What follows belongs to an exercise in optimizing a design on an open flow for small area, a short achievable clock period and few clock cycles; a production flow would make more cautious choices.
RTL that was checked went through simulation tests only; none was proved equivalent to the original.
For runs 2, 3 and 5, only the layout was checked, not whether the RTL still works.
Power is estimated from default activity; no workload was simulated.

## config.mk

```make
export PLATFORM = sky130hd
export DESIGN_NAME = cpuCore
export DESIGN_NICKNAME = cpuCore
export VERILOG_FILES = /design/flow/design.v
export SDC_FILE = /design/flow/constraint.sdc
export NUM_CORES = 4
export LEC_CHECK = 0
export CAP_MARGIN = 20
export CORE_AREA = 5.06 5.44 215.41 214.88
export DIE_AREA = 0 0 220.41 220.32
export SLEW_MARGIN = 20
```

## constraint.sdc

```tcl
create_clock -name core_clock -period 5.0 [get_ports {CLK}]
set_input_delay 1.0000 -clock core_clock [delete_from_list [all_inputs] [get_ports {CLK}]]
set_output_delay 1.0000 -clock core_clock [all_outputs]
set_load 0.01 [all_outputs]
```

## design.v

```verilog
package cpuPkg;
  localparam int instW   = 16;
  localparam int dataW   = 16;
  localparam int regIdxW = 3;
  typedef logic [regIdxW-1:0] regIdxT;
  typedef logic [dataW-1:0]   dataT;
  typedef logic [instW-1:0]   instT;
  typedef enum logic [4:0] {
    opNop   = 5'b00000,
    opHalt  = 5'b00001,
    opLoad  = 5'b00010,
    opStore = 5'b00011,
    opAdd   = 5'b10000,
    opAddi  = 5'b10001,
    opSub   = 5'b10011,
    opSubi  = 5'b10100,
    opInc   = 5'b10110,
    opLdil  = 5'b10111,
    opLdih  = 5'b11000,
    opXor   = 5'b11001,
    opAnd   = 5'b11010,
    opOr    = 5'b11011,
    opSll   = 5'b11100,
    opSla   = 5'b11101,
    opSrl   = 5'b11110,
    opSra   = 5'b11111
  } opcodeT;
  typedef enum logic [3:0] {
    aluAdd, aluSub, aluInc,
    aluXor, aluAnd, aluOr,
    aluSll, aluSla, aluSrl, aluSra,
    aluPassB   
  } aluOpT;
  function automatic logic [4:0] opcodeOf(input logic [15:0] i);
    opcodeOf = i[15:11];
  endfunction
  function automatic logic [2:0] r1Of(input logic [15:0] i);
    r1Of = i[10:8];
  endfunction
  function automatic logic [2:0] r2Of(input logic [15:0] i);
    r2Of = i[6:4];
  endfunction
  function automatic logic [2:0] r3Of(input logic [15:0] i);
    r3Of = i[2:0];
  endfunction
  function automatic logic [3:0] val2Of(input logic [15:0] i);
    val2Of = i[7:4];
  endfunction
  function automatic logic [3:0] val3Of(input logic [15:0] i);
    val3Of = i[3:0];
  endfunction
endpackage
`timescale 1ns/1ps
module fetchStage #(
  parameter int pcW = 8
) (
  input  logic               CLK,
  input  logic               RST,
  input  logic               en,
  input  logic               start,
  input  logic               stall,
  input  logic               haltSeen,
  input  logic               wbHalt,
  input  cpuPkg::instT       inst,
  output logic [pcW-1:0]     instAddr,
  output cpuPkg::instT       idInst,
  output logic               run
);
  typedef enum logic {sIdle, sExec} stateT;
  localparam cpuPkg::instT nopInst = {cpuPkg::opNop, 11'b0};
  stateT          state;
  stateT          nextState;
  logic [pcW-1:0] pc;
  logic           halted;   
  assign run      = (state == sExec);
  assign instAddr = pc;
  always_comb begin
    nextState = state;
    case (state)
      sIdle: begin
        if (en && start && !halted) begin
          nextState = sExec;
        end
      end
      sExec: begin
        if (!en || wbHalt) begin
          nextState = sIdle;
        end
      end
      default: nextState = sIdle;
    endcase
  end
  always_ff @(posedge CLK or posedge RST) begin
    if (RST) begin
      state  <= sIdle;
      pc     <= '0;
      idInst <= nopInst;
      halted <= 1'b0;
    end else begin
      state <= nextState;
      if (run && wbHalt) begin
        halted <= 1'b1;
      end
      if (run) begin
        if (!stall && !haltSeen) begin
          pc <= pc + 1'b1;
        end
        if (haltSeen) begin
          idInst <= nopInst;   
        end else if (!stall) begin
          idInst <= inst;
        end
      end
    end
  end
endmodule
`timescale 1ns/1ps
module decodeStage (
  input  logic            CLK,
  input  logic            RST,
  input  logic            run,
  input  cpuPkg::instT    idInst,
  input  cpuPkg::dataT    rd1,
  input  cpuPkg::dataT    rd2,
  input  cpuPkg::dataT    rd3,
  output cpuPkg::regIdxT  rs1,
  output cpuPkg::regIdxT  rs2,
  output cpuPkg::regIdxT  rs3,
  input  cpuPkg::dataT    aluOut,
  input  cpuPkg::dataT    mrResult,
  input  cpuPkg::dataT    dataIn,
  input  cpuPkg::dataT    wbData,
  input  cpuPkg::regIdxT  mrDest,
  input  cpuPkg::regIdxT  wbDest,
  input  logic            mrWrites,
  input  logic            mrLoad,
  input  logic            wbWrites,
  output logic            stall,
  output logic            haltSeen,
  output cpuPkg::aluOpT   exOp,
  output cpuPkg::dataT    exA,
  output cpuPkg::dataT    exB,
  output cpuPkg::dataT    exStoreData,
  output cpuPkg::regIdxT  exDest,
  output logic            exWrites,
  output logic            exLoad,
  output logic            exStore,
  output logic            exHalt
);
  cpuPkg::aluOpT dOp;
  cpuPkg::dataT  dA, dB, dSd;
  cpuPkg::dataT  v1, v2, v3;
  logic          dWrites, dLoad, dStore, dHalt;
  logic          useR1, useR2, useR3;
  logic          haltReg;
  logic [7:0]    imm;
  assign rs1 = cpuPkg::r1Of(idInst);
  assign rs2 = cpuPkg::r2Of(idInst);
  assign rs3 = cpuPkg::r3Of(idInst);
  assign imm = {cpuPkg::val2Of(idInst), cpuPkg::val3Of(idInst)};
  function automatic logic [15:0] fwd(input logic [2:0] src, input logic [15:0] rfVal);
    if (exWrites && !exLoad && exDest == src) begin
      fwd = aluOut;
    end else if (mrWrites && mrDest == src) begin
      fwd = mrLoad ? dataIn : mrResult;
    end else if (wbWrites && wbDest == src) begin
      fwd = wbData;   
    end else begin
      fwd = rfVal;
    end
  endfunction
  assign v1 = fwd(rs1, rd1);
  assign v2 = fwd(rs2, rd2);
  assign v3 = fwd(rs3, rd3);
  always_comb begin
    dOp = cpuPkg::aluAdd;
    dA = v2;
    dB = v3;
    dSd = v1;
    {dWrites, dLoad, dStore, dHalt} = 4'b0000;
    {useR1, useR2, useR3} = 3'b000;
    case (cpuPkg::opcodeOf(idInst))
      cpuPkg::opHalt: dHalt = 1'b1;
      cpuPkg::opLoad, cpuPkg::opStore: begin
        dB = cpuPkg::dataT'(cpuPkg::val3Of(idInst));   
        useR2 = 1'b1;
        dLoad = (cpuPkg::opcodeOf(idInst) == cpuPkg::opLoad);
        dStore = !dLoad;
        dWrites = dLoad;
        useR1 = dStore;   
      end
      cpuPkg::opAddi, cpuPkg::opSubi: begin
        dOp = (cpuPkg::opcodeOf(idInst) == cpuPkg::opAddi) ? cpuPkg::aluAdd : cpuPkg::aluSub;
        dA = v1;
        dB = cpuPkg::dataT'(imm);
        {useR1, dWrites} = 2'b11;
      end
      cpuPkg::opInc: {dOp, useR2, dWrites} = {cpuPkg::aluInc, 2'b11};
      cpuPkg::opLdil: begin
        dOp = cpuPkg::aluPassB;
        dB = cpuPkg::dataT'(imm);
        dWrites = 1'b1;
      end
      cpuPkg::opLdih: begin
        dOp = cpuPkg::aluPassB;
        dB = {imm, 8'h00};
        dWrites = 1'b1;
      end
      cpuPkg::opAdd: {dOp, useR2, useR3, dWrites} = {cpuPkg::aluAdd, 3'b111};
      cpuPkg::opSub: {dOp, useR2, useR3, dWrites} = {cpuPkg::aluSub, 3'b111};
      cpuPkg::opXor: {dOp, useR2, useR3, dWrites} = {cpuPkg::aluXor, 3'b111};
      cpuPkg::opAnd: {dOp, useR2, useR3, dWrites} = {cpuPkg::aluAnd, 3'b111};
      cpuPkg::opOr:  {dOp, useR2, useR3, dWrites} = {cpuPkg::aluOr, 3'b111};
      cpuPkg::opSll: {dOp, useR2, useR3, dWrites} = {cpuPkg::aluSll, 3'b111};
      cpuPkg::opSla: {dOp, useR2, useR3, dWrites} = {cpuPkg::aluSla, 3'b111};
      cpuPkg::opSrl: {dOp, useR2, useR3, dWrites} = {cpuPkg::aluSrl, 3'b111};
      cpuPkg::opSra: {dOp, useR2, useR3, dWrites} = {cpuPkg::aluSra, 3'b111};
      default: ;   
    endcase
  end
  assign stall = exLoad && ((useR1 && exDest == rs1) || (useR2 && exDest == rs2) ||
                            (useR3 && exDest == rs3));
  assign haltSeen = haltReg || dHalt;
  always_ff @(posedge CLK or posedge RST) begin
    if (RST) begin
      exOp <= cpuPkg::aluAdd;
      {exWrites, exLoad, exStore, exHalt} <= 4'b0000;
      haltReg <= 1'b0;
    end else if (run) begin
      exOp <= dOp;
      exWrites <= dWrites && !stall;   
      exLoad <= dLoad && !stall;
      exStore <= dStore && !stall;
      exHalt <= dHalt;
      if (dHalt) begin
        haltReg <= 1'b1;
      end
    end
  end
  always_ff @(posedge CLK or posedge RST) begin
    if (RST) begin
      exA <= '0;
      exB <= '0;
      exStoreData <= '0;
      exDest <= '0;
    end else if (run) begin
      exA <= dA;
      exB <= dB;
      exStoreData <= dSd;
      exDest <= rs1;   
    end
  end
endmodule
`timescale 1ns/1ps
module regFile (
  input  logic            CLK,
  input  logic            RST,
  input  logic            we,
  input  cpuPkg::regIdxT  wa,
  input  cpuPkg::regIdxT  ra1,
  input  cpuPkg::regIdxT  ra2,
  input  cpuPkg::regIdxT  ra3,
  input  cpuPkg::dataT    wd,
  output cpuPkg::dataT    q1,
  output cpuPkg::dataT    q2,
  output cpuPkg::dataT    q3
);
  cpuPkg::dataT regs [8];
  always_ff @(posedge CLK or posedge RST) begin
    if (RST) begin
      for (int i = 0; i < 8; i++) begin
        regs[i] <= '0;
      end
    end else if (we) begin
      regs[wa] <= wd;
    end
  end
  assign q1 = regs[ra1];
  assign q2 = regs[ra2];
  assign q3 = regs[ra3];
endmodule
`timescale 1ns/1ps
module executeStage #(
  parameter int pcW = 8
) (
  input  logic            CLK,
  input  logic            RST,
  input  logic            run,
  input  cpuPkg::aluOpT   exOp,
  input  cpuPkg::dataT    exA,
  input  cpuPkg::dataT    exB,
  input  cpuPkg::dataT    exStoreData,
  input  cpuPkg::regIdxT  exDest,
  input  logic            exWrites,
  input  logic            exLoad,
  input  logic            exStore,
  input  logic            exHalt,
  output cpuPkg::dataT    aluOut,
  output cpuPkg::dataT    mrResult,
  output cpuPkg::regIdxT  mrDest,
  output logic            mrWrites,
  output logic            mrLoad,
  output logic            mrHalt,
  output logic [pcW-1:0]  dataAddr,
  output logic            dataWe,
  output cpuPkg::dataT    dataOut
);
  cpuPkg::dataT mrStoreData;
  logic         mrStore;
  logic [3:0]   shamt;
  assign shamt = exB[3:0];
  always_comb begin
    case (exOp)
      cpuPkg::aluAdd:   aluOut = exA + exB;   
      cpuPkg::aluSub:   aluOut = exA - exB;
      cpuPkg::aluInc:   aluOut = exA + 16'd1;
      cpuPkg::aluXor:   aluOut = exA ^ exB;
      cpuPkg::aluAnd:   aluOut = exA & exB;
      cpuPkg::aluOr:    aluOut = exA | exB;
      cpuPkg::aluSll,
      cpuPkg::aluSla:   aluOut = exA << shamt;
      cpuPkg::aluSrl:   aluOut = exA >> shamt;
      cpuPkg::aluSra:   aluOut = cpuPkg::dataT'($signed(exA) >>> shamt);
      cpuPkg::aluPassB: aluOut = exB;
      default:          aluOut = exB;
    endcase
  end
  always_ff @(posedge CLK or posedge RST) begin
    if (RST) begin
      {mrWrites, mrLoad, mrStore, mrHalt} <= 4'b0000;
    end else if (run) begin
      mrWrites <= exWrites;
      mrLoad <= exLoad;
      mrStore <= exStore;
      mrHalt <= exHalt;
    end
  end
  always_ff @(posedge CLK or posedge RST) begin
    if (RST) begin
      mrResult <= '0;
      mrDest <= '0;
      mrStoreData <= '0;
    end else if (run) begin
      mrResult <= aluOut;
      mrDest <= exDest;
      mrStoreData <= exStoreData;
    end
  end
  assign dataAddr = mrResult[pcW-1:0];
  assign dataWe   = mrStore && run;   
  assign dataOut  = mrStoreData;
endmodule
`timescale 1ns/1ps
module memAccessStage (
  input  logic            CLK,
  input  logic            RST,
  input  logic            run,
  input  cpuPkg::dataT    mrResult,
  input  cpuPkg::dataT    dataIn,
  input  cpuPkg::regIdxT  mrDest,
  input  logic            mrWrites,
  input  logic            mrLoad,
  input  logic            mrHalt,
  output cpuPkg::dataT    wbData,
  output cpuPkg::regIdxT  wbDest,
  output logic            wbWrites,
  output logic            wbHalt
);
  always_ff @(posedge CLK or posedge RST) begin
    if (RST) begin
      wbWrites <= 1'b0;
      wbHalt <= 1'b0;
    end else if (run) begin
      wbWrites <= mrWrites;
      wbHalt <= mrHalt;   
    end
  end
  always_ff @(posedge CLK or posedge RST) begin
    if (RST) begin
      wbData <= '0;
      wbDest <= '0;
    end else if (run) begin
      wbData <= mrLoad ? dataIn : mrResult;
      wbDest <= mrDest;
    end
  end
endmodule
`timescale 1ns/1ps
module cpuCore #(
  parameter int pcW = 8
) (
  input  logic            CLK,
  input  logic            RST,
  input  logic            en,
  input  logic            start,
  output logic [pcW-1:0]  instAddr,
  input  cpuPkg::instT    inst,
  output logic [pcW-1:0]  dataAddr,
  output logic            dataWe,
  output cpuPkg::dataT    dataOut,
  input  cpuPkg::dataT    dataIn,
  output logic            running
);
  logic            run, stall, haltSeen;
  cpuPkg::instT    idInst;
  cpuPkg::regIdxT  rs1, rs2, rs3;
  cpuPkg::dataT    rd1, rd2, rd3;
  cpuPkg::aluOpT   exOp;
  cpuPkg::dataT    exA, exB, exStoreData;
  cpuPkg::regIdxT  exDest;
  logic            exWrites, exLoad, exStore, exHalt;
  cpuPkg::dataT    aluOut, mrResult, wbData;
  cpuPkg::regIdxT  mrDest, wbDest;
  logic            mrWrites, mrLoad, mrHalt;
  logic            wbWrites, wbHalt;
  assign running = run;
  fetchStage #(.pcW(pcW)) uFetch (
    .CLK, .RST, .en, .start, .stall, .haltSeen, .wbHalt,
    .inst, .instAddr, .idInst, .run
  );
  decodeStage uDecode (
    .CLK, .RST, .run, .idInst, .rd1, .rd2, .rd3, .rs1, .rs2, .rs3,
    .aluOut, .mrResult, .dataIn, .wbData, .mrDest, .wbDest,
    .mrWrites, .mrLoad, .wbWrites, .stall, .haltSeen,
    .exOp, .exA, .exB, .exStoreData, .exDest,
    .exWrites, .exLoad, .exStore, .exHalt
  );
  regFile uRegs (
    .CLK, .RST, .we(wbWrites && run), .wa(wbDest),
    .ra1(rs1), .ra2(rs2), .ra3(rs3), .wd(wbData),
    .q1(rd1), .q2(rd2), .q3(rd3)
  );
  executeStage #(.pcW(pcW)) uExecute (
    .CLK, .RST, .run, .exOp, .exA, .exB, .exStoreData, .exDest,
    .exWrites, .exLoad, .exStore, .exHalt, .aluOut, .mrResult, .mrDest,
    .mrWrites, .mrLoad, .mrHalt, .dataAddr, .dataWe, .dataOut
  );
  memAccessStage uMemAccess (
    .CLK, .RST, .run, .mrResult, .dataIn, .mrDest, .mrWrites, .mrLoad,
    .mrHalt, .wbData, .wbDest, .wbWrites, .wbHalt
  );
endmodule
```

## run.sh

```bash
#!/bin/bash
# synth_recipe.tcl (not shown) runs the flow's synth.tcl, then flattens the netlist and writes it again
# the make line also repeats each setting of config.mk as NAME=value (left out here)
make -C /OpenROAD-flow-scripts/flow DESIGN_CONFIG=/design/flow/config.mk WORK_HOME=/design/flow/orfs CLKGATE_MAP_FILE= SYNTH_SCRIPT=/design/flow/synth_recipe.tcl finish
```

==> results.cfg, run 1 <==
[power_and_ir_drop]
peakVddDrop_mv = 0.3528
finalPower_mw = 17.98
powerDensity_mw_per_mm2 = 818.5
p_switching_mw = 9.021
seqPwrFrac = 0.265
leakage_nw = 9.125
internal_power_mw = 8.964
clock_power_share = 0.141
p_sw_frac = 0.5016
power_frac_comb = 0.594

[synth]
synth-async-reset-ratio = 1.000
synth_compound_area_frac = 0.2028
ys_warn_count = 6
synth_fa_ha_area_frac = 0.03470
synth_cells = 2107
synthXorXnorAreaFrac = 0.02447
syn-num-nets = 2197
synth_edf_count = 0
synth-simple-area-share = 0.1274
netlist_area_mm2 = 0.01969
ys_seq_area_frac = 0.3482
synth_cell_types = 85
ys.flop_type = dfrtp_1
synth.avg_cell_area_um2 = 9.345
synth.area.mux_share = 0.2069
synth_top_family_by_area = multiplexers
synth_seq_cells = 274

[floorplan]
fp.dieH_um = 220.3
die_x_um = 220.4
rows = 77
core-area_mm2 = 0.04403
die_area_mm2 = 0.04856
initial_core_util = 0.4472
pin_count = 70

[flow_run]
drv_cap = 0

[detailed_routing]
routed_wl_mm = 72.71
wl_per_cell_um = 26.91
firstDrtPassIters = 6
vias = 17550
ant_nets = 0
avgViaCountPerCell = 6.494
drc_errors = 0
drt-initial-drc-count = 1796

[clocking]
numCtsBuffers = 35
cts_sinks = 274
cts_buffer_depth = 3
clk_pin_slew_ns = 0.06
cts_tree = yes
cts_setup_buffers = 0
ctsResizeCount = 0
cts.hold.buffers_added = 0
clkLatencyLatePin_ns = 0.56
ctsHtreeMaxLevel = 2
cts_root_buffer = clkbuf_16

[timing]
worst_pin_slew_ns = 1.128
fin_crit_sh = 0.8879
finalWorstPathRequiredPeriod_ns = 4.440
finClkSkew_ns = 0.01769
final-hold-violation-count = 0
fmax_mhz = 225.2
slew_violations = 0
setup-tns-final_ns = 0
timing.hold.ws_ns = 0.4560
slew_headroom = 0.2466
setup_viol = 0
rsz0062_at_grt = no

[grt]
gr-usage-met1 = 0.3950
gr-max-usage-layer = met2
grt_max_degree = 109
overflow = 0
grt_pass1_vias = 17230
grt_util_met2 = 0.4676
grt_pass1_wl_mm = 110.6
antenna_found_initial = 1
met3_usage = 0.04884
gr-usage-all-layers = 0.2986

[layout]
syn2layout_area_growth_pct = 11.60
final_common_cell = dfrtp_1
final_net_count = 2174
final_cells = 2702
num_antenna_cells = 0
final_cell_mix = dfrtp_1 (266), mux2_2 (187), nor2_1 (175), nand2_1 (150), a21oi_1 (143)
multi_input_area_mm2 = 0.01176
seq_area_mm2 = 0.006869
drive_gt1_frac = 0.1834
fill_cells = 4170

[placed_design]
gp_congestion = 0.9531
post-place-cells = 2639
post-dp-hpwl_mm = 51.54
io_buffers = 69

[setup_path]
critPathLaunchType = flip-flop
cp_max_fo = 12
cp.required_ns = 5.46
critPathArrivalTime_ns = 4.90
path_class = flip-flop to flip-flop
cp-end-kind = flip-flop

[outcome]
status = timing/DRC/antenna clean

[worst_hold_path]
hold_class = flip-flop to flip-flop
==> final timing paths <==
path	depth (start not counted)	slack, ns	to	from
min in group asynchronous	2	0.79	uRegs.regs[4][14]	RST
worst max register to register	15	0.56	uDecode.exA[10]	uDecode.exOp[1]
worst min-delay path	1	0.46	uFetch.halted	uFetch.halted
worst max-delay path	15	0.56	uDecode.exA[10]	uDecode.exOp[1]
worst min register to register	1	0.46	uFetch.halted	uFetch.halted
max in group asynchronous	3	3.25	uExecute.mrStoreData[14]	RST
==> flip-flops by register name, indices dropped and copies added (netlist names), 8 cells and up <==
name                  cells
uDecode.exA              16
uDecode.exB              16
uDecode.exStoreData      16
uExecute.mrResult        16
uExecute.mrStoreData     16
uFetch.idInst            16
uFetch.pc                 8
uMemAccess.wbData        16
uRegs.regs              128
==> metal layers <==
layer  wire [µm]  up-vias  share of wire
met5          14        -        0.00019
met4        4712        2          0.065
met3        5678      223          0.078
met2       33140      879           0.46
met1       29170     8670           0.40
li1            -     7773              -
==> worst max-delay path, cell delays in order (launching register included) <==
cell	delay, ns
dfrtp_1	0.51
inv_1	0.20
nor2_1	0.06
o21ai_1	0.73
a21oi_1	0.11
xnor2_1	0.18
nor2_1	0.06
ha_1	0.33
and2_1	0.21
a221oi_2	0.31
a211o_1	0.24
a31oi_1	0.15
o31ai_1	0.64
buf_4	0.25
mux2i_1	0.08
a221oi_1	0.26
==> cell usage after synthesis (22+ instances only) <==
cell      instances  share of area
nand3_1          45          0.011
a211oi_1         36          0.014
a21oi_1         143          0.036
nand2_1         150          0.029
ha_1             53          0.034
buf_2            37         0.0094
nor2_1          175          0.033
o211ai_1         26         0.0099
inv_1            67          0.013
a221oi_1         38          0.017
nor3_1           36         0.0092
a22o_1           27          0.012
o21ai_0         140          0.036
mux4_2           44          0.050
nor2b_1          28         0.0089
dfrtp_1         274           0.35
xnor2_1          39          0.017
a31oi_1          22         0.0070
mux2_2          187           0.11
clkbuf_1        123          0.023
mux2i_1          93          0.047
==> stage by stage <==
step	utilization	instance area, µm²	worst slack (ns)
2_1_floorplan	-	19690	0.3766
3_3_place_gp	0.4729	20820	0.6412
3_5_place_dp	0.4729	20820	0.6102
4_1_cts	0.4989	21970	0.5780
5_1_grt	0.4991	21970	0.2189
6_report	0.4991	21970	0.5604
==> layout make-up <==
cell class,instances,area share
Inverter,71,0.01230
Clock buffer,50,0.04607
Timing Repair Buffer,130,0.05398
Tap cell,592,0.03371
Sequential cell,274,0.3126
Clock inverter,13,0.006150
Multi-Input combinational cell,1572,0.5352
==> logic make-up (layout without fill, tap and decap cells) <==
family          after synthesis  after routing
compound gates              600            600
fa+ha+maj                    54             54
flops                       274            274
mux                         327            327
xor+xnor                     55             55
buf+inv                     261            264
simple gates                536            536
==> power by group through the flow <==
stage	Clock, mW	Sequential [mW]	Combinational [mW]
after CTS	2.60	4.71	10.5
final	2.54	4.76	10.7
after global placement	0	4.70	10.3
after global routing	2.69	4.88	11.5
after detailed placement	0	4.75	10.4
after floorplan	0	3.81	7.58
Testbench counts, summed over its fixed seeds: cycles 10,155.
==> run 2: changes to the inputs <==
==> design.v (replaced) <==
`timescale 1ns/1ps
module cpuCore (
  input  logic        CLK,
  input  logic        RST,
  input  logic        en,
  input  logic        start,
  output logic [7:0]  instAddr,
  input  logic [15:0] inst,
  output logic [7:0]  dataAddr,
  output logic        dataWe,
  output logic [15:0] dataOut,
  input  logic [15:0] dataIn,
  output logic        running
);
  localparam logic [4:0] OP_HALT = 5'b00001, OP_LOAD = 5'b00010, OP_STORE = 5'b00011,
    OP_ADD = 5'b10000, OP_ADDI = 5'b10001, OP_SUB = 5'b10011, OP_SUBI = 5'b10100,
    OP_INC = 5'b10110, OP_LDIL = 5'b10111, OP_LDIH = 5'b11000, OP_XOR = 5'b11001,
    OP_AND = 5'b11010, OP_OR = 5'b11011;
  function automatic logic writesOf(input logic [4:0] op);
    writesOf = (op == OP_LOAD) || (op[4] && op != 5'b10010 && op != 5'b10101);
  endfunction
  logic        runQ, haltedQ, resumed;
  logic [7:0]  pc;
  logic [15:0] regs [8];
  logic [7:0]  valid;   
  logic [15:0] opA, opB;
  logic [4:0]  eOp;
  logic [2:0]  eDest;
  logic [3:0]  eOff;
  logic        eWrites, eHalt, eStore, eSub;
  logic [15:0] sum, shl, shr, res;
  logic [4:0]  fOp;
  logic [2:0]  raA, raB;
  logic [7:0]  fImm;
  logic [15:0] rA, rB, vA, vB, nB;
  logic        fwdOn;
  assign instAddr = pc;
  assign fOp  = inst[15:11];
  assign fImm = inst[7:0];
  assign raA  = (fOp == OP_ADDI || fOp == OP_SUBI) ? inst[10:8] : inst[6:4];
  assign raB  = (fOp == OP_STORE) ? inst[10:8] : inst[2:0];
  always_comb begin
    rA = '0;
    rB = '0;
    for (int i = 0; i < 8; i++) begin
      rA = rA | ({16{valid[i] && raA == 3'(i)}} & regs[i]);
      rB = rB | ({16{valid[i] && raB == 3'(i)}} & regs[i]);
    end
  end
  assign fwdOn = runQ && eWrites;
  assign vA = (fwdOn && eDest == raA) ? res : rA;
  assign vB = (fwdOn && eDest == raB) ? res : rB;
  always_comb begin
    case (fOp)
      OP_ADDI, OP_SUBI, OP_LDIL: nB = {8'h00, fImm};
      OP_LDIH:                   nB = {fImm, 8'h00};
      OP_INC:                    nB = 16'd1;
      default:                   nB = vB;
    endcase
  end
  always_ff @(posedge CLK) begin
    opA   <= vA;
    opB   <= nB;
    eOp   <= fOp;
    eDest <= inst[10:8];
    eOff  <= inst[3:0];
  end
  assign eWrites = writesOf(eOp);
  assign eHalt   = (eOp == OP_HALT);
  assign eStore  = (eOp == OP_STORE);
  assign eSub    = (eOp == OP_SUB) || (eOp == OP_SUBI);
  assign sum = opA + (eSub ? ~opB : opB) + {15'd0, eSub};
  assign shl = opA << opB[3:0];
  assign shr = 16'($signed({eOp[0] & opA[15], opA}) >>> opB[3:0]);
  always_comb begin
    case (eOp)
      OP_LOAD:                  res = dataIn;
      OP_LDIL, OP_LDIH:         res = opB;
      OP_XOR:                   res = opA ^ opB;
      OP_AND:                   res = opA & opB;
      OP_OR:                    res = opA | opB;
      5'b11100, 5'b11101:       res = shl;
      5'b11110, 5'b11111:       res = shr;
      default:                  res = sum;
    endcase
  end
  always_ff @(posedge CLK) begin
    if (runQ && eWrites) begin
      regs[eDest] <= res;
    end
  end
  always_ff @(posedge CLK or posedge RST) begin
    if (RST) begin
      valid <= '0;
    end else if (runQ && eWrites) begin
      valid[eDest] <= 1'b1;
    end
  end
  assign dataAddr = opA[7:0] + {4'h0, eOff};
  assign dataOut  = opB;
  assign dataWe   = runQ && eStore;
  assign running = runQ && !(eHalt && !resumed);
  always_ff @(posedge CLK or posedge RST) begin
    if (RST) begin
      runQ    <= 1'b0;
      haltedQ <= 1'b0;
      resumed <= 1'b0;
      pc      <= '0;
    end else begin
      resumed <= 1'b0;
      if (runQ) begin
        if (eHalt) begin
          runQ    <= 1'b0;
          haltedQ <= 1'b1;
        end else if (!en) begin
          runQ <= 1'b0;   
        end else begin
          pc <= pc + 8'd1;
        end
      end else if (en && start && !haltedQ) begin
        runQ    <= 1'b1;
        resumed <= 1'b1;
        pc      <= pc + 8'd1;
      end
    end
  end
endmodule
--- a/config.mk
+++ b/config.mk
@@ -10,2 +10,3 @@
 export DIE_AREA = 0 0 220.41 220.32
+export SETUP_SLACK_MARGIN = 1.5
 export SLEW_MARGIN = 20
==> results.cfg, run 2 <==
[outcome]
status = timing/DRC/antenna clean

[timing]
fin_crit_sh = 0.6851
setup_ws_ns = 1.575
fmax_mhz = 291.9
slew_violations = 0
final-hold-violation-count = 0
setup-tns-final_ns = 0
rsz0062_at_grt = yes
slew_headroom = 0.3736
finalWorstPathRequiredPeriod_ns = 3.425
worst_pin_slew_ns = 0.9355
setup_viol = 0
finClkSkew_ns = 0.02015

[grt]
antenna_found_initial = 0
grt_pass1_vias = 10480
grt_pass1_wl_mm = 65.53
overflow = 0
grt_max_degree = 32
gr-usage-all-layers = 0.1767

[setup_path]
cp_max_fo = 16
cp-end-kind = flip-flop
path_class = primary input to flip-flop
cp.required_ns = 5.33
critPathArrivalTime_ns = 3.76
critPathLaunchType = primary input

[synth]
ys.flop_type = edfxtp_1
synth_seq_cells = 191
netlist_area_mm2 = 0.01224
syn-num-nets = 1242
synth_cells = 1147
ys_seq_area_frac = 0.4250
synth_cell_types = 101
ys_warn_count = 1
yosys.cell_count.top_type = edfxtp_1
synth.top_cell.area_share = 0.3141
synth_edf_count = 128
synth-async-reset-ratio = 0.09948
yosysTopAreaCell = edfxtp_1
synth.area.top_cells = edfxtp_1 (31%), dfxtp_1 (7.2%), a22oi_1 (6.3%)
synthTopCellsByCount = edfxtp_1 (128), a22oi_1 (103), nand2_1 (65)
synth.avg_cell_area_um2 = 10.67

[layout]
final_net_count = 1315
final_common_cell = edfxtp_1
final_cell_mix = edfxtp_1 (128), a22oi_1 (103), nand2_1 (65), nor2_1 (60), clkdlybuf4s50_1 (60)
largest_register_ff_count = 128
final_cells = 1825
syn2layout_area_growth_pct = 20.21
top_register = regs
fin_util = 0.3341
reg.largest.list = regs (128), opA (16), opB (16)
drive_gt1_frac = 0.1687
num_antenna_cells = 0

[floorplan]
rows = 77
fp.dieH_um = 220.3
core-area_mm2 = 0.04403
die_x_um = 220.4
pin_count = 70
initial_core_util = 0.2779
die_area_mm2 = 0.04856

[clocking]
numCtsBuffers = 17
ctsHtreeMaxLevel = 4
clkLatencyLatePin_ns = 0.46
cts_buffer_depth = 2
cts_tree = yes
cts_sinks = 191
clk_pin_slew_ns = 0.07
cts_root_buffer = clkbuf_16

[power_and_ir_drop]
leakage_nw = 5.184
finalPower_mw = 5.539
peakVddDrop_mv = 0.2680
powerDensity_mw_per_mm2 = 376.6

[flow_run]
drv_cap = 0

[worst_hold_path]
hold_class = flip-flop to flip-flop

[placed_design]
io_buffers = 69
gp_congestion = 0.9503
post-place-cells = 1771
post-dp-hpwl_mm = 30.93
dp_slack_ns = 0.5728

[detailed_routing]
ant_nets = 0
drc_errors = 0
drt-initial-drc-count = 1246
vias = 10680
wl_per_cell_um = 24.24
routed_wl_mm = 44.24
firstDrtPassIters = 6
avgViaCountPerCell = 5.854
[run 2: changes by cell type in the layout (fill, tap and decap cells not counted), sizes merged, moves of 28 or more]
cell	change
dfrtp	-255
mux2	-173
edfxtp	+128
nor2	-112
o21ai	-111
a21oi	-110
a22oi	+85
nand2	-85
mux2i	-58
dfxtp	+44
clkbuf	-28
[run 2: cells by family (layout without fill, tap and decap cells)]
logic type / Yosys count / count (layout) / synth area share
compound gates: 345 / 345 / 0.2211
flops: 191 / 191 / 0.4250
simple gates: 309 / 309 / 0.1377
buf+inv: 131 / 217 / 0.04510
fa+ha+maj: 59 / 59 / 0.06156
mux: 71 / 71 / 0.07956
xor+xnor: 41 / 41 / 0.02996
[run 2: cell type report]
type	instances	area [µm²]
fillers	4486	29320
multi-input cells	825	6756
flip-flops and latches	191	5230
repair buffers	132	1207
well taps	592	740.7
clock buffers	20	457.9
inverters	53	198.9
clock inverters	12	116.4
[run 2: power by group]
group | leakage [nW] | internal, mW | switching (mW) | total (mW)
Clock | 0.284 | 0.690 | 0.642 | 1.33
Sequential | 1.77 | 1.96 | 0.288 | 2.25
Combinational | 3.13 | 0.835 | 1.12 | 1.96
[run 2: routing by layer]
layer / routed length (µm) / GRT usage / share of wire / vias up
met5: 0 / 0 / 0 / -
met4: 1279 / 0.06033 / 0.029 / 0
met3: 4096 / 0.03160 / 0.093 / 99
met2: 21200 / 0.2969 / 0.48 / 621
met1: 17670 / 0.2303 / 0.40 / 5257
li1: - / - / - / 4707
[run 2: final timing paths]
check	start	to	slack, ns	cells past startpoint
worst max-delay path	inst[13]	opA[15]	1.57	8
worst min-delay path	haltedQ	resumed	0.46	1
worst max register to register	eOp[1]	opB[15]	1.58	12
worst min register to register	haltedQ	resumed	0.46	1
max in group asynchronous	RST	pc[2]	3.36	2
min in group asynchronous	RST	valid[4]	1.06	2
[run 2: timing repair]
action                     in CTS  in global routing
setup buffers                  10                 11
setup endpoints to repair     124                 97
gates resized for setup        55                 33
cloned                          0                  1
hold buffers                    0                  0
pin swaps                       7                 11
[run 2: stage by stage]
stage | cell area, µm² | hold WS [ns]
after floorplan | 12250 | 0.4226
after detailed placement | 13660 | 0.4522
final | 14710 | 0.4610
after global routing | 14710 | 0.4845
after CTS | 14490 | 0.4661
after global placement | 13660 | 0.4484
[run 2: worst max-delay path, stage by stage]
cell	delay (ns)
dlygate4sd2_1	0.59
xor2_1	0.38
and3_2	0.39
nor2_4	0.10
and3_2	0.41
a221oi_2	0.42
nand4b_1	0.26
o41a_1	0.18
==> run 3: changes to the inputs <==
--- a/config.mk
+++ b/config.mk
@@ -7,5 +7,6 @@
 export LEC_CHECK = 0
+export ABC_CLOCK_PERIOD_IN_PS = 3000
 export CAP_MARGIN = 20
-export CORE_AREA = 5.06 5.44 215.41 214.88
-export DIE_AREA = 0 0 220.41 220.32
+export CORE_MARGIN = 2
+export CORE_UTILIZATION = 50
 export SETUP_SLACK_MARGIN = 1.5
==> results.cfg, run 3 <==
[floorplan]
die_x_um = 160.4
fp.dieH_um = 160.4
core-area_mm2 = 0.02418
pin_count = 70
die_area_mm2 = 0.02574
initial_core_util = 0.5061
rows = 57

[synth]
yosysTopAreaCell = edfxtp_1
synth_edf_count = 128
synth_seq_cells = 191
yosys.cell_count.top_type = edfxtp_1
synth_cell_types = 101
synthTopCellsByCount = edfxtp_1 (128), a22oi_1 (103), nand2_1 (65)
synth_cells = 1147
netlist_area_mm2 = 0.01224
synth-async-reset-ratio = 0.09948
ys_seq_area_frac = 0.4250
synth.area.top_cells = edfxtp_1 (31%), dfxtp_1 (7.2%), a22oi_1 (6.3%)
synth.top_cell.area_share = 0.3141
ys_warn_count = 1
syn-num-nets = 1242
ys.flop_type = edfxtp_1
synth.avg_cell_area_um2 = 10.67

[worst_hold_path]
worstHoldPathCells = 1
hold_class = flip-flop to flip-flop
holdPathEnd = resumed
hp-start = haltedQ

[grt]
grt_pass1_vias = 10420
gr-usage-all-layers = 0.3217
grt_pass1_wl_mm = 63.09
grt_max_degree = 41
overflow = 0
antenna_found_initial = 0

[timing]
setup-tns-final_ns = 0
finClkSkew_ns = 0.01629
final-hold-violation-count = 0
rsz0062_at_grt = yes
slew_violations = 0
timing.hold.ws_ns = 0.4555
slew_headroom = 0.3793
finalWorstPathRequiredPeriod_ns = 3.520
fin_crit_sh = 0.7039
worst_pin_slew_ns = 0.9311
fmax_mhz = 284.1
setup_viol = 0

[placed_design]
gp_congestion = 0.9509
post-dp-hpwl_mm = 28.96
io_buffers = 69

[layout]
top_register = regs
reg.largest.list = regs (128), opA (16), opB (16)
largest_register_ff_count = 128
fill_cells = 1962
final_cell_mix = edfxtp_1 (128), a22oi_1 (103), nand2_1 (65), clkdlybuf4s50_1 (63), buf_4 (62)
final_net_count = 1328
multi_input_area_mm2 = 0.006944
seq_area_mm2 = 0.005220
num_antenna_cells = 0
final_common_cell = edfxtp_1
syn2layout_area_growth_pct = 20.90
drive_gt1_frac = 0.1894

[detailed_routing]
avgViaCountPerCell = 6.844
wl_per_cell_um = 26.74
ant_nets = 0
drc_errors = 0
vias = 10750
firstDrtPassIters = 6
drt-initial-drc-count = 1236
routed_wl_mm = 41.98

[power_and_ir_drop]
p_sw_frac = 0.3690
power_frac_comb = 0.363
seqPwrFrac = 0.387
p_switching_mw = 2.136
peakVddDrop_mv = 0.2422
internal_power_mw = 3.652
powerDensity_mw_per_mm2 = 391.3
clock_power_share = 0.250
leakage_nw = 5.366

[flow_run]
drv_cap = 0

[setup_path]
critPathLaunchType = primary input
regToRegEndpoint = opB[14]
crit_path_start = inst[15]
critPathArrivalTime_ns = 3.90
cp_max_fo = 10
cp.required_ns = 5.38
reg2reg_from = eOp[0]
path_class = primary input to flip-flop
rr_worst_depth = 17
cp-end-kind = flip-flop
reg2reg_slack_ns = 1.51

[clocking]
cts.hold.buffers_added = 0
clk_pin_slew_ns = 0.08
clkLatencyLatePin_ns = 0.44
ctsHtreeMaxLevel = 4
cts_buffer_depth = 2
numCtsBuffers = 17
cts_tree = yes
cts_sinks = 191
cts_root_buffer = clkbuf_16

[outcome]
status = timing/DRC/antenna clean
## run 3: cell counts after synthesis
Identical to the previous run, type by type.
## run 3: worst max-delay path by stage
| stage | endpoint | cells past startpoint |
|---|---|---|
| 6_report | opA[12] | 8 |
| 5_1_grt | regs[2][13] | 15 |
| 4_1_cts | opA[11] | 9 |
| 3_5_place_dp | opB[8] | 8 |
| 3_3_place_gp | opB[5] | 8 |
| 2_1_floorplan | regs[0][15] | 12 |
## run 3: final cells by class
class	count	share of cell area
multi-input cells	825	0.4694
clock buffers	17	0.02876
repair buffers	145	0.09262
clock inverters	15	0.01522
inverters	53	0.01370
well taps	324	0.02740
flip-flops and latches	191	0.3529
## run 3: through the flow
| step | power, mW | util | area [µm²] | std cells | setup WS (ns) |
|---|---|---|---|---|---|
| floorplan | 3.336 | - | 12250 | 1147 | 1.544 |
| global placement | 4.028 | 0.5529 | 13370 | 1507 | 0.7750 |
| detailed placement | 4.048 | 0.5531 | 13370 | 1507 | 0.7699 |
| CTS | 5.601 | 0.5930 | 14340 | 1555 | 1.407 |
| global route | 6.046 | 0.6119 | 14790 | 1570 | 1.372 |
| finish | 5.789 | 0.6119 | 14790 | 1570 | 1.480 |
## run 3: what timing repair did
action,4_1_cts,5_1_grt
resized for setup,43,67
cloned,0,2
setup endpoints to repair,100,99
pin swaps,13,16
buffers inserted,16,13
## run 3: cells by family after synthesis
kind of cell / Yosys count / share of synthesized area
AOI/OAI and AO/OA: 345 / 0.2211
xor gates and xnor gates: 41 / 0.02996
adders and majority gates: 59 / 0.06156
buffers and inverters: 131 / 0.04510
DFF: 191 / 0.4250
muxes: 71 / 0.07956
and+or+nand+nor: 309 / 0.1377
## run 3: per-layer routing
metal  wire, µm  global-route usage  share of wire
met1      16640              0.4163           0.40
met2      20220              0.5480           0.48
met3       3468             0.04959          0.083
met4       1646              0.1196          0.039
met5          0                   0              0
## run 3: power groups by stage
stage          Combinational, mW  Clock [mW]  Sequential (mW)
3_3_place_gp                1.77           0             2.26
5_1_grt                     2.26        1.53             2.26
4_1_cts                     1.92        1.46             2.22
3_5_place_dp                1.79           0             2.26
6_report                    2.10        1.45             2.24
2_1_floorplan               1.20           0             2.14
## run 3: critical path: stages
cell             delay [ns]
clkdlybuf4s50_1        0.65
or3b_1                 0.53
or3_4                  0.41
a211oi_4               0.51
buf_4                  0.31
a22oi_1                0.11
nand4_1                0.19
mux2_4                 0.17
==> run 4: changes to the inputs <==
--- a/design.v
+++ b/design.v
@@ -41,10 +41,4 @@
   assign raB  = (fOp == OP_STORE) ? inst[10:8] : inst[2:0];
-  always_comb begin
-    rA = '0;
-    rB = '0;
-    for (int i = 0; i < 8; i++) begin
-      rA = rA | ({16{valid[i] && raA == 3'(i)}} & regs[i]);
-      rB = rB | ({16{valid[i] && raB == 3'(i)}} & regs[i]);
-    end
-  end
+  assign rA   = valid[raA] ? regs[raA] : 16'h0000;
+  assign rB   = valid[raB] ? regs[raB] : 16'h0000;
   assign fwdOn = runQ && eWrites;
--- a/config.mk
+++ b/config.mk
@@ -7,7 +7,5 @@
 export LEC_CHECK = 0
-export ABC_CLOCK_PERIOD_IN_PS = 3000
 export CAP_MARGIN = 20
-export CORE_MARGIN = 2
-export CORE_UTILIZATION = 50
-export SETUP_SLACK_MARGIN = 1.5
+export CORE_AREA = 5.06 5.44 215.41 214.88
+export DIE_AREA = 0 0 220.41 220.32
 export SLEW_MARGIN = 20
==> results.cfg, run 4 <==
[grt]
overflow = 0
met3_usage = 0.03106
grt_max_degree = 53
grt_util_met2 = 0.2722
grt_pass1_vias = 10380
gr-max-usage-layer = met2
gr-usage-all-layers = 0.1631
grt_pass1_wl_mm = 61.52
antenna_found_initial = 0
gr-usage-met1 = 0.2101

[timing]
final-hold-violation-count = 0
slew_headroom = 0.2735
fmax_mhz = 232.3
fin_crit_sh = 0.8610
worst_pin_slew_ns = 1.090
setup_viol = 0
finClkSkew_ns = 0.01136
finalWorstPathRequiredPeriod_ns = 4.305
setup_ws_ns = 0.6950
slew_violations = 0
rsz0062_at_grt = no
setup-tns-final_ns = 0
timing.hold.ws_ns = 0.4866

[placed_design]
io_buffers = 69
post-place-cells = 1930
post_dp_cell_area_mm2 = 0.01375
post-dp-hpwl_mm = 28.48
gp_congestion = 0.9163
dp_slack_ns = 0.6640

[layout]
num_antenna_cells = 0
final_net_count = 1452
final_cell_mix = nand2_1 (276), edfxtp_1 (128), nand3_1 (102), clkdlybuf4s50_1 (69), a21oi_1 (63)
final_common_cell = nand2_1
syn2layout_area_growth_pct = 15.49
reg.largest.list = regs (128), opA (16), opB (16)
top_register = regs
multi_input_area_mm2 = 0.006621
fill_cells = 4514
finalInstanceArea_mm2 = 0.01431
final_cells = 1961
drive_gt1_frac = 0.09423
largest_register_ff_count = 128
fin_util = 0.3251
seq_area_mm2 = 0.005202

[setup_path]
cp-end-kind = flip-flop
critPathArrivalTime_ns = 4.40
cp.required_ns = 5.10
crit_slowest_cell = a22oi_1
critPathLaunchType = flip-flop
reg2reg_from = eOp[2]
crit_path_start = eOp[2]
path_cells = nor3b_1 -> o21ai_2 -> buf_4 -> xnor2_1 -> ha_1 -> o21ai_0 -> a21oi_1 -> o41ai_1 -> o21ai_1 -> a311oi_1 -> xor2_1 -> a22oi_1
cp_max_fo = 13
path_class = flip-flop to flip-flop
rr_worst_depth = 12
timing.critical_path.slowest_cell_delay_ns = 0.77

[outcome]
status = timing/DRC/antenna clean

[power_and_ir_drop]
power_frac_comb = 0.321
p_switching_mw = 1.787
seqPwrFrac = 0.420
finalPower_mw = 5.080
clock_power_share = 0.260
p_sw_frac = 0.3517
leakage_nw = 5.274
internal_power_mw = 3.293
peakVddDrop_mv = 0.2720
powerDensity_mw_per_mm2 = 354.9

[clocking]
cts_root_buffer = clkbuf_16
clkLatencyLatePin_ns = 0.44
ctsHtreeMaxLevel = 4
numCtsBuffers = 17
ctsResizeCount = 0
cts_tree = yes
cts_setup_buffers = 0
cts.hold.buffers_added = 0
cts_buffer_depth = 2
clk_pin_slew_ns = 0.07
cts_sinks = 191

[synth]
synth_cells = 1325
synth.avg_cell_area_um2 = 9.353
yosys.cell_count.top_type = nand2_1
netlist_area_mm2 = 0.01239
ys.flop_type = edfxtp_1
synth.area.top_cells = edfxtp_1 (31%), nand2_1 (8.4%), dfxtp_1 (7.1%)
ys_seq_area_frac = 0.4196
synth-async-reset-ratio = 0.09948
synth_edf_count = 128
synth_seq_cells = 191
yosysTopAreaCell = edfxtp_1
synthTopCellsByCount = nand2_1 (276), edfxtp_1 (128), nand3_1 (102)
syn-num-nets = 1420
synth_cell_types = 81
ys_warn_count = 1
synth.top_cell.area_share = 0.3101

[floorplan]
pin_count = 70
core-area_mm2 = 0.04403
die_area_mm2 = 0.04856
die_x_um = 220.4
initial_core_util = 0.2815
rows = 77
fp.dieH_um = 220.3

[detailed_routing]
vias = 10640
routed_wl_mm = 40.19
wl_per_cell_um = 20.49
drc_errors = 0
firstDrtPassIters = 8
ant_nets = 0
drt-initial-drc-count = 969
avgViaCountPerCell = 5.426

[worst_hold_path]
hold_class = flip-flop to flip-flop
hp-start = haltedQ
worstHoldPathCells = 1

[flow_run]
drv_cap = 0
run 4: cell types whose count changed after synthesis, sizes merged, moves of 14 or more:
cell    before  now
a21oi       34   63
a311oi       6   20
a22oi      103   20
nand2       65  276
nand4       28    8
a31oi        3   23
nand3       30  102
run 4: cells by family (layout without fill, tap and decap cells):
logic type / after synthesis / after routing / share of synthesized area
multiplexers: 71 / 71 / 0.08087
adder cells (fa/ha/maj): 59 / 59 / 0.06078
AO/OA/AOI/OAI: 291 / 291 / 0.1670
AND/OR/NAND/NOR: 522 / 522 / 0.1880
XOR/XNOR: 47 / 47 / 0.03322
flip-flops: 191 / 191 / 0.4196
buffers and inverters: 144 / 188 / 0.05058
run 4: critical path: cells and delay by family, from the launching register on:
kind | cells | cell delay (ns)
AO/OA/AOI/OAI | 7 | 2.12
flip-flops | 1 | 0.55
AND/OR/NAND/NOR | 1 | 0.37
adder cells (fa/ha/maj) | 1 | 0.31
buffers and inverters | 1 | 0.23
XOR/XNOR | 2 | 0.38
run 4: layout make-up:
| cell class | instances | share of cell area |
|---|---|---|
| tap | 592 | 0.05175 |
| multi-input combinational | 990 | 0.4626 |
| clock inverter | 10 | 0.007168 |
| sequential | 191 | 0.3635 |
| clock buffer | 21 | 0.03226 |
| inverter | 48 | 0.01259 |
| timing repair buffer | 109 | 0.07011 |
run 4: worst paths after layout:
kind                                     to  slack, ns
worst max-delay path            regs[4][14]       0.70
worst min-delay path                resumed       0.49
worst max register to register  regs[4][14]       0.70
worst min register to register      resumed       0.49
max in group asynchronous          valid[6]       3.54
min in group asynchronous             pc[6]       0.99
run 4: power by group through the flow:
stage                     combinational, mW  sequential (mW)  clock [mW]
final                                  1.63             2.13        1.32
after global routing                   1.77             2.15        1.41
after CTS                              1.61             2.12        1.34
after detailed placement               1.61             2.16           0
after global placement                 1.58             2.16           0
after floorplan                        1.05             2.07           0
run 4: metal layers:
layer / wire length [µm] / vias to the layer above
met4: 1378 / 0
li1: - / 4910
met1: 16390 / 5154
met5: 0 / -
met3: 3034 / 100
met2: 19390 / 476
Testbench counts of run 4, summed over its fixed seeds: cycles 9,192.
==> run 5: changes to the inputs <==
--- a/design.v
+++ b/design.v
@@ -18,5 +18,2 @@
     OP_AND = 5'b11010, OP_OR = 5'b11011;
-  function automatic logic writesOf(input logic [4:0] op);
-    writesOf = (op == OP_LOAD) || (op[4] && op != 5'b10010 && op != 5'b10101);
-  endfunction
   logic        runQ, haltedQ, resumed;
@@ -26,6 +23,6 @@
   logic [15:0] opA, opB;
-  logic [4:0]  eOp;
   logic [2:0]  eDest;
   logic [3:0]  eOff;
-  logic        eWrites, eHalt, eStore, eSub;
+  logic        eWrites, eHalt, eStore, eSub, eSra;
+  logic        eSelSum, eSelXor, eSelAnd, eSelOr, eSelShl, eSelShr, eSelPass, eSelLoad;
   logic [15:0] sum, shl, shr, res;
@@ -35,3 +32,3 @@
   logic [15:0] rA, rB, vA, vB, nB;
-  logic        fwdOn;
+  logic        fwdOn, fWrites;
   assign instAddr = pc;
@@ -41,4 +38,10 @@
   assign raB  = (fOp == OP_STORE) ? inst[10:8] : inst[2:0];
-  assign rA   = valid[raA] ? regs[raA] : 16'h0000;
-  assign rB   = valid[raB] ? regs[raB] : 16'h0000;
+  always_comb begin
+    rA = '0;
+    rB = '0;
+    for (int i = 0; i < 8; i++) begin
+      rA = rA | ({16{valid[i] && raA == 3'(i)}} & regs[i]);
+      rB = rB | ({16{valid[i] && raB == 3'(i)}} & regs[i]);
+    end
+  end
   assign fwdOn = runQ && eWrites;
@@ -54,28 +57,34 @@
   end
+  assign fWrites = (fOp == OP_LOAD) || (fOp[4] && fOp != 5'b10010 && fOp != 5'b10101);
   always_ff @(posedge CLK) begin
-    opA   <= vA;
-    opB   <= nB;
-    eOp   <= fOp;
-    eDest <= inst[10:8];
-    eOff  <= inst[3:0];
+    opA      <= vA;
+    opB      <= nB;
+    eDest    <= inst[10:8];
+    eOff     <= inst[3:0];
+    eWrites  <= fWrites;
+    eHalt    <= (fOp == OP_HALT);
+    eStore   <= (fOp == OP_STORE);
+    eSub     <= (fOp == OP_SUB) || (fOp == OP_SUBI);
+    eSra     <= fOp[0];
+    eSelSum  <= (fOp == OP_ADD) || (fOp == OP_ADDI) || (fOp == OP_SUB) ||
+                (fOp == OP_SUBI) || (fOp == OP_INC);
+    eSelXor  <= (fOp == OP_XOR);
+    eSelAnd  <= (fOp == OP_AND);
+    eSelOr   <= (fOp == OP_OR);
+    eSelShl  <= (fOp[4:1] == 4'b1110);
+    eSelShr  <= (fOp[4:1] == 4'b1111);
+    eSelPass <= (fOp == OP_LDIL) || (fOp == OP_LDIH);
+    eSelLoad <= (fOp == OP_LOAD);
   end
-  assign eWrites = writesOf(eOp);
-  assign eHalt   = (eOp == OP_HALT);
-  assign eStore  = (eOp == OP_STORE);
-  assign eSub    = (eOp == OP_SUB) || (eOp == OP_SUBI);
-  assign sum = opA + (eSub ? ~opB : opB) + {15'd0, eSub};
+  assign sum = opA + (opB ^ {16{eSub}}) + {15'd0, eSub};
   assign shl = opA << opB[3:0];
-  assign shr = 16'($signed({eOp[0] & opA[15], opA}) >>> opB[3:0]);
-  always_comb begin
-    case (eOp)
-      OP_LOAD:                  res = dataIn;
-      OP_LDIL, OP_LDIH:         res = opB;
-      OP_XOR:                   res = opA ^ opB;
-      OP_AND:                   res = opA & opB;
-      OP_OR:                    res = opA | opB;
-      5'b11100, 5'b11101:       res = shl;
-      5'b11110, 5'b11111:       res = shr;
-      default:                  res = sum;
-    endcase
-  end
+  assign shr = 16'($signed({eSra & opA[15], opA}) >>> opB[3:0]);
+  assign res = ({16{eSelSum}}  & sum) |
+               ({16{eSelXor}}  & (opA ^ opB)) |
+               ({16{eSelAnd}}  & (opA & opB)) |
+               ({16{eSelOr}}   & (opA | opB)) |
+               ({16{eSelShl}}  & shl) |
+               ({16{eSelShr}}  & shr) |
+               ({16{eSelPass}} & opB) |
+               ({16{eSelLoad}} & dataIn);
   always_ff @(posedge CLK) begin
--- a/config.mk
+++ b/config.mk
@@ -10,2 +10,3 @@
 export DIE_AREA = 0 0 220.41 220.32
+export SETUP_SLACK_MARGIN = 2.0
 export SLEW_MARGIN = 20
==> results.cfg, run 5 <==
[floorplan]
core-area_mm2 = 0.04403
die_x_um = 220.4
initial_core_util = 0.2761
pin_count = 70
rows = 77
die_area_mm2 = 0.04856
fp.dieH_um = 220.3

[clocking]
cts_tree = yes
clk_pin_slew_ns = 0.08
cts_sinks = 199
cts.hold.buffers_added = 0
cts_buffer_depth = 2
clkLatencyLatePin_ns = 0.45
numCtsBuffers = 17
cts_root_buffer = clkbuf_16
ctsHtreeMaxLevel = 4

[detailed_routing]
ant_nets = 0
drc_errors = 0
firstDrtPassIters = 9
drt-initial-drc-count = 1452
vias = 10930
routed_wl_mm = 45.04
wl_per_cell_um = 24.44
avgViaCountPerCell = 5.928

[timing]
fmax_mhz = 315.4
finalWorstPathRequiredPeriod_ns = 3.171
setup_ws_ns = 1.829
setup_viol = 0
worst_pin_slew_ns = 0.9623
rsz0062_at_grt = yes
slew_headroom = 0.3576
setup-tns-final_ns = 0
fin_crit_sh = 0.6341
final-hold-violation-count = 0
finClkSkew_ns = 0.01320
slew_violations = 0

[layout]
reg.largest.list = regs (128), opA (16), opB (16)
multi_input_area_mm2 = 0.006653
syn2layout_area_growth_pct = 23.04
num_antenna_cells = 0
final_cell_mix = edfxtp_1 (128), a22oi_1 (109), nor2_1 (73), buf_4 (67), nand2_1 (65)
fill_cells = 4385
largest_register_ff_count = 128
drive_gt1_frac = 0.2030
final_common_cell = edfxtp_1
final_net_count = 1335
seq_area_mm2 = 0.005389
top_register = regs

[placed_design]
dp_slack_ns = 0.6283
gp_congestion = 0.9045
io_buffers = 69
post-dp-hpwl_mm = 29.38

[setup_path]
cp.required_ns = 4.00
timing.critical_path.slowest_cell_delay_ns = 0.39
crit_slowest_cell = dfxtp_4
path_class = flip-flop to primary output
regToRegEndpoint = regs[6][12]
rr_worst_depth = 10
reg2reg_from = eSub
path_cells = ha_4 -> inv_2 -> fa_2 -> nor2b_1 -> o21ai_1 -> nand2b_1 -> nand3_2 -> xnor2_1 -> buf_2
critPathArrivalTime_ns = 2.17
critPathLaunchType = flip-flop
cp_max_fo = 2
reg2reg_slack_ns = 2.04
cp-end-kind = primary output

[grt]
antenna_found_initial = 0
grt_pass1_vias = 10340
overflow = 0
gr-usage-all-layers = 0.1778
grt_pass1_wl_mm = 65.52
grt_max_degree = 39

[synth]
synth.top_cell.area_share = 0.3162
synthTopCellsByCount = edfxtp_1 (128), a22oi_1 (109), nor2_1 (76)
synth_seq_cells = 199
synth.avg_cell_area_um2 = 10.58
syn-num-nets = 1246
synth_cell_types = 84
synth-async-reset-ratio = 0.09548
yosysTopAreaCell = edfxtp_1
netlist_area_mm2 = 0.01216
synth_cells = 1149
ys_warn_count = 1
yosys.cell_count.top_type = edfxtp_1
ys.flop_type = edfxtp_1
ys_seq_area_frac = 0.4409
synth.area.top_cells = edfxtp_1 (32%), dfxtp_1 (8.6%), a22oi_1 (6.7%)
synth_edf_count = 128

[power_and_ir_drop]
peakVddDrop_mv = 0.2630
finalPower_mw = 5.542
powerDensity_mw_per_mm2 = 370.5
leakage_nw = 5.399

[outcome]
status = timing/DRC/antenna clean

[worst_hold_path]
holdPathEnd = resumed
hp-start = haltedQ
hold_class = flip-flop to flip-flop
worstHoldPathCells = 1

[flow_run]
drv_cap = 0
-- run 5: routing by layer --
layer  track usage  part of all wire  vias to the layer above
met4       0.08841             0.051                        0
met3       0.03886              0.10                      164
li1              -                 -                     4664
met1        0.2211              0.38                     5326
met5             0                 0                        -
met2        0.2927              0.47                      771
-- run 5: logic make-up after synthesis --
kind of cell	after synthesis	share of synthesized area
compound gates	364	0.2233
xor+xnor	47	0.03386
fa+ha+maj	61	0.06402
buf+inv	142	0.04796
flops	199	0.4409
mux	54	0.07215
simple gates	282	0.1177
-- run 5: final cells by class --
class                      count  area share
timing repair inverter         1   0.0003346
inverter                      54     0.01405
multi-input combinational    812      0.4448
sequential                   199      0.3603
tap                          592     0.04952
clock buffer                  17     0.02844
timing repair buffer         153     0.09210
clock inverter                15     0.01054
-- run 5: repair_timing --
| action | CTS | global route |
|---|---|---|
| gates cloned | 4 | 2 |
| resized for setup | 108 | 62 |
| setup buffers | 19 | 28 |
| setup endpoints to repair | 151 | 81 |
| pin swaps | 16 | 21 |
-- run 5: metrics by stage --
step	cells	hold slack, ns	utilization	cell area [µm²]
after detailed placement	1758	0.4471	0.3078	13550
after global routing	1843	0.4798	0.3397	14960
final	1843	0.4684	0.3397	14960
after global placement	1758	0.4459	0.3078	13550
after floorplan	1149	0.4235	-	12240
after CTS	1813	0.4674	0.3298	14520
-- run 5: power breakdown --
group / switching (mW) / total, mW / internal [mW]
clock: 0.668 / 1.38 / 0.712
sequential: 0.299 / 2.24 / 1.95
combinational: 1.05 / 1.92 / 0.872
total: 2.01 / 5.54 / 3.53
-- run 5: how the worst max path moves through the flow --
stage,startpoint,endpoint
after detailed placement,inst[13],opB[6]
after global routing,opA[0],dataAddr[6]
after CTS,opA[0],dataAddr[6]
after floorplan,inst[14],opA[10]
after global placement,inst[13],opB[6]
final,opA[0],dataAddr[6]
-- run 5: worst max-delay path, delay by kind of cell (launching register included) --
| family | cells | cell delay, ns |
|---|---|---|
| xor+xnor | 1 | 0.14 |
| buf+inv | 2 | 0.19 |
| simple gates | 3 | 0.40 |
| flops | 1 | 0.39 |
| compound gates | 1 | 0.08 |
| fa+ha+maj | 2 | 0.53 |
==> run 6: changes to the inputs <==
--- a/design.v
+++ b/design.v
@@ -27,3 +27,3 @@
   logic        eSelSum, eSelXor, eSelAnd, eSelOr, eSelShl, eSelShr, eSelPass, eSelLoad;
-  logic [15:0] sum, shl, shr, res;
+  logic [15:0] sum, shIn, shl, shr, res;
   logic [4:0]  fOp;
@@ -67,3 +67,3 @@
     eSub     <= (fOp == OP_SUB) || (fOp == OP_SUBI);
-    eSra     <= fOp[0];
+    eSra     <= fOp[0] && fOp[4:1] == 4'b1111;
     eSelSum  <= (fOp == OP_ADD) || (fOp == OP_ADDI) || (fOp == OP_SUB) ||
@@ -79,4 +79,11 @@
   assign sum = opA + (opB ^ {16{eSub}}) + {15'd0, eSub};
-  assign shl = opA << opB[3:0];
-  assign shr = 16'($signed({eSra & opA[15], opA}) >>> opB[3:0]);
+  always_comb begin
+    for (int i = 0; i < 16; i++) begin
+      shIn[i] = eSelShl ? opA[15-i] : opA[i];
+    end
+    shr = 16'($signed({eSra & opA[15], shIn}) >>> opB[3:0]);
+    for (int i = 0; i < 16; i++) begin
+      shl[i] = shr[15-i];
+    end
+  end
   assign res = ({16{eSelSum}}  & sum) |
--- a/config.mk
+++ b/config.mk
@@ -10,3 +10,3 @@
 export DIE_AREA = 0 0 220.41 220.32
-export SETUP_SLACK_MARGIN = 2.0
+export SETUP_SLACK_MARGIN = 2.5
 export SLEW_MARGIN = 20
==> results.cfg, run 6 <==
[timing]
final-hold-violation-count = 0
rsz0062_at_grt = yes
finClkSkew_ns = 0.02449
setup-tns-final_ns = 0
setup_viol = 0
slew_headroom = 0.3057
setup_ws_ns = 1.912
slew_violations = 0
fmax_mhz = 323.8
fin_crit_sh = 0.6176
finalWorstPathRequiredPeriod_ns = 3.088
timing.hold.ws_ns = 0.4608
worst_pin_slew_ns = 1.040

[synth]
synth-async-reset-ratio = 0.09548
synthTopCellsByCount = edfxtp_1 (128), a22oi_1 (85), nand2_1 (81)
synth_seq_cells = 199
ys_warn_count = 1
ys.flop_type = edfxtp_1
synth.avg_cell_area_um2 = 10.72
synth.top_cell.area_share = 0.3253
ys_seq_area_frac = 0.4536
syn-num-nets = 1198
netlist_area_mm2 = 0.01182
synth_cell_types = 81
yosys.cell_count.top_type = edfxtp_1
synth.area.top_cells = edfxtp_1 (33%), dfxtp_1 (8.8%), ha_1 (6.1%)
synth_cells = 1102
yosysTopAreaCell = edfxtp_1
synth_edf_count = 128

[layout]
fill_cells = 4151
top_register = regs
final_net_count = 1392
reg.largest.list = regs (128), opA (16), opB (16)
largest_register_ff_count = 128
num_antenna_cells = 0
final_common_cell = edfxtp_1
drive_gt1_frac = 0.3438
finalInstanceArea_mm2 = 0.01655
final_cell_mix = edfxtp_1 (128), buf_4 (104), a22oi_1 (78), nand2_1 (75), nor2_1 (54)
syn2layout_area_growth_pct = 40.05

[power_and_ir_drop]
p_sw_frac = 0.3697
leakage_nw = 6.287
clock_power_share = 0.249
finalPower_mw = 5.735
power_frac_comb = 0.364
seqPwrFrac = 0.387
powerDensity_mw_per_mm2 = 346.5
p_switching_mw = 2.120
internal_power_mw = 3.615
peakVddDrop_mv = 0.2707

[floorplan]
core-area_mm2 = 0.04403
rows = 77
fp.dieH_um = 220.3
pin_count = 70
die_x_um = 220.4
initial_core_util = 0.2684
die_area_mm2 = 0.04856

[clocking]
numCtsBuffers = 17
ctsHtreeMaxLevel = 4
cts_root_buffer = clkbuf_16
clkLatencyLatePin_ns = 0.45
cts_sinks = 199
cts.hold.buffers_added = 0
clk_pin_slew_ns = 0.08
cts_tree = yes
cts_buffer_depth = 2

[grt]
grt_util_met2 = 0.3074
met3_usage = 0.03653
gr-max-usage-layer = met2
antenna_found_initial = 0
grt_max_degree = 26
grt_pass1_vias = 10700
gr-usage-met1 = 0.2392
gr-usage-all-layers = 0.1874
grt_pass1_wl_mm = 68.01
overflow = 0

[placed_design]
post_dp_cell_area_mm2 = 0.01335
post-dp-hpwl_mm = 28.78
dp_slack_ns = 0.8419
gp_congestion = 0.9519
io_buffers = 69

[detailed_routing]
drc_errors = 0
firstDrtPassIters = 7
drt-initial-drc-count = 1538
wl_per_cell_um = 25.33
vias = 11200
ant_nets = 0
routed_wl_mm = 48.15
avgViaCountPerCell = 5.892

[setup_path]
crit_slowest_cell = dfxtp_4
path_class = flip-flop to primary output
cp.required_ns = 4.00
timing.critical_path.slowest_cell_delay_ns = 0.38
critPathLaunchType = flip-flop
reg2reg_from = opA[5]
critPathArrivalTime_ns = 2.09
cp_max_fo = 3
reg2reg_slack_ns = 1.97
cp-end-kind = primary output
path_cells = ha_1 -> a21o_1 -> a21oi_2 -> nor2b_1 -> o2111ai_1 -> xnor2_1 -> buf_2
regToRegEndpoint = opB[14]
rr_worst_depth = 7

[flow_run]
drv_cap = 0

[outcome]
status = timing/DRC/antenna clean

[worst_hold_path]
hp-start = haltedQ
holdPathEnd = resumed
worstHoldPathCells = 1
hold_class = flip-flop to flip-flop
==> run 6: how the worst max path moves through the flow <==
stage / from / to / slack (ns) / depth (start not counted)
global route: opA[1] / dataAddr[7] / 1.83 / 7
detailed placement: inst[15] / opB[14] / 0.84 / 7
floorplan: inst[13] / opB[15] / 1.76 / 9
global placement: inst[15] / opB[14] / 0.87 / 7
finish: opA[1] / dataAddr[7] / 1.91 / 7
CTS: opA[1] / dataAddr[7] / 1.92 / 7
==> run 6: power by group through the flow <==
stage,combinational [mW],sequential (mW),clock [mW]
2_1_floorplan,0.999,2.10,0
3_3_place_gp,1.44,2.24,0
3_5_place_dp,1.47,2.24,0
4_1_cts,1.87,2.19,1.45
5_1_grt,2.19,2.22,1.51
6_report,2.09,2.22,1.43
==> run 6: logic make-up (layout without fill, tap and decap cells) <==
| family | count (synthesis) | after routing | synth area share |
|---|---|---|---|
| AOI/OAI and AO/OA | 340 | 342 | 0.2172 |
| xor gates and xnor gates | 48 | 48 | 0.03557 |
| adders and majority gates | 60 | 60 | 0.06480 |
| buffers and inverters | 132 | 334 | 0.04468 |
| DFF | 199 | 199 | 0.4536 |
| muxes | 55 | 55 | 0.06808 |
| and+or+nand+nor | 268 | 271 | 0.1161 |
==> run 6: final cells by class <==
cell class              instances  area, µm²  share of cell area
clock buffers                  17      425.4             0.02570
clock inverters                15      201.4             0.01217
inverters                      57      219.0             0.01323
multi-input cells             776       7081              0.4278
flip-flops and latches        199       5420              0.3275
well taps                     592      740.7             0.04475
repair buffers                245       2464              0.1489
==> run 6: worst max-delay path, delay by kind of cell, from the launching register on <==
family / cells / cell delay (ns)
buffers and inverters: 1 / 0.16
adders and majority gates: 1 / 0.30
DFF: 1 / 0.38
AOI/OAI and AO/OA: 3 / 0.56
and+or+nand+nor: 1 / 0.08
xor gates and xnor gates: 1 / 0.16
==> run 6: routing by layer <==
layer  vias to the layer above  part of all wire
met4                         0             0.057
met2                       845              0.47
met1                      5456              0.36
met3                       201              0.11
li1                       4698                 -
met5                         -                 0
==> run 6: timing repair <==
item	in CTS	in global routing
setup endpoints to repair	189	170
buffers inserted	95	45
pin swaps	83	57
resized for setup	286	97
cloned	9	2
==> run 6: through the flow <==
stage | cells | util
4_1_cts | 1854 | 0.3573
3_3_place_gp | 1718 | 0.3032
5_1_grt | 1901 | 0.3759
3_5_place_dp | 1718 | 0.3032
2_1_floorplan | 1102 | -
6_report | 1901 | 0.3759
Testbench counts of run 6, summed over its fixed seeds: cycles 9,192.

[what the ideal ports hide]
The results above use ideal ports. As a check the final layouts listed here were re-extracted and re-timed, cells and wires unchanged. Step 1 (the two cells are an assumption about what drives the block):
set clk [get_ports {CLK}]
set_driving_cell -lib_cell sky130_fd_sc_hd__clkbuf_16 $clk
set_driving_cell -lib_cell sky130_fd_sc_hd__buf_2 [delete_from_list [all_inputs] $clk]
Step 2, shift: input delay + t, output delay - t, t = (earliest + latest rising clock arrival at the registers) / 2. This alone moves slack from input paths to output paths. Slacks: ideal ports / drivers / drivers and shift; pairs: ideal ports / drivers.
run | shift t [ns] | setup slack, ns | latest minus earliest clock arrival (ns)
run 1 | 0.603 | 0.560 / 0.560 / 0.560 | 0.019 / 0.019
run 2 | 0.493 | 1.575 / 1.579 / 1.111 | 0.021 / 0.021
run 3 | 0.477 | 1.480 / 1.508 / 1.031 | 0.016 / 0.016
run 4 | 0.491 | 0.695 / 0.695 / 0.613 | 0.011 / 0.011
run 5 | 0.499 | 1.829 / 1.775 / 1.508 | 0.014 / 0.014
run 6 | 0.491 | 1.912 / 1.860 / 1.537 | 0.024 / 0.024
After both steps every run listed still meets setup and hold. The setup slack of run 2, which loses most, moves by +0.004 ns with the drivers and by -0.464 ns with both steps.
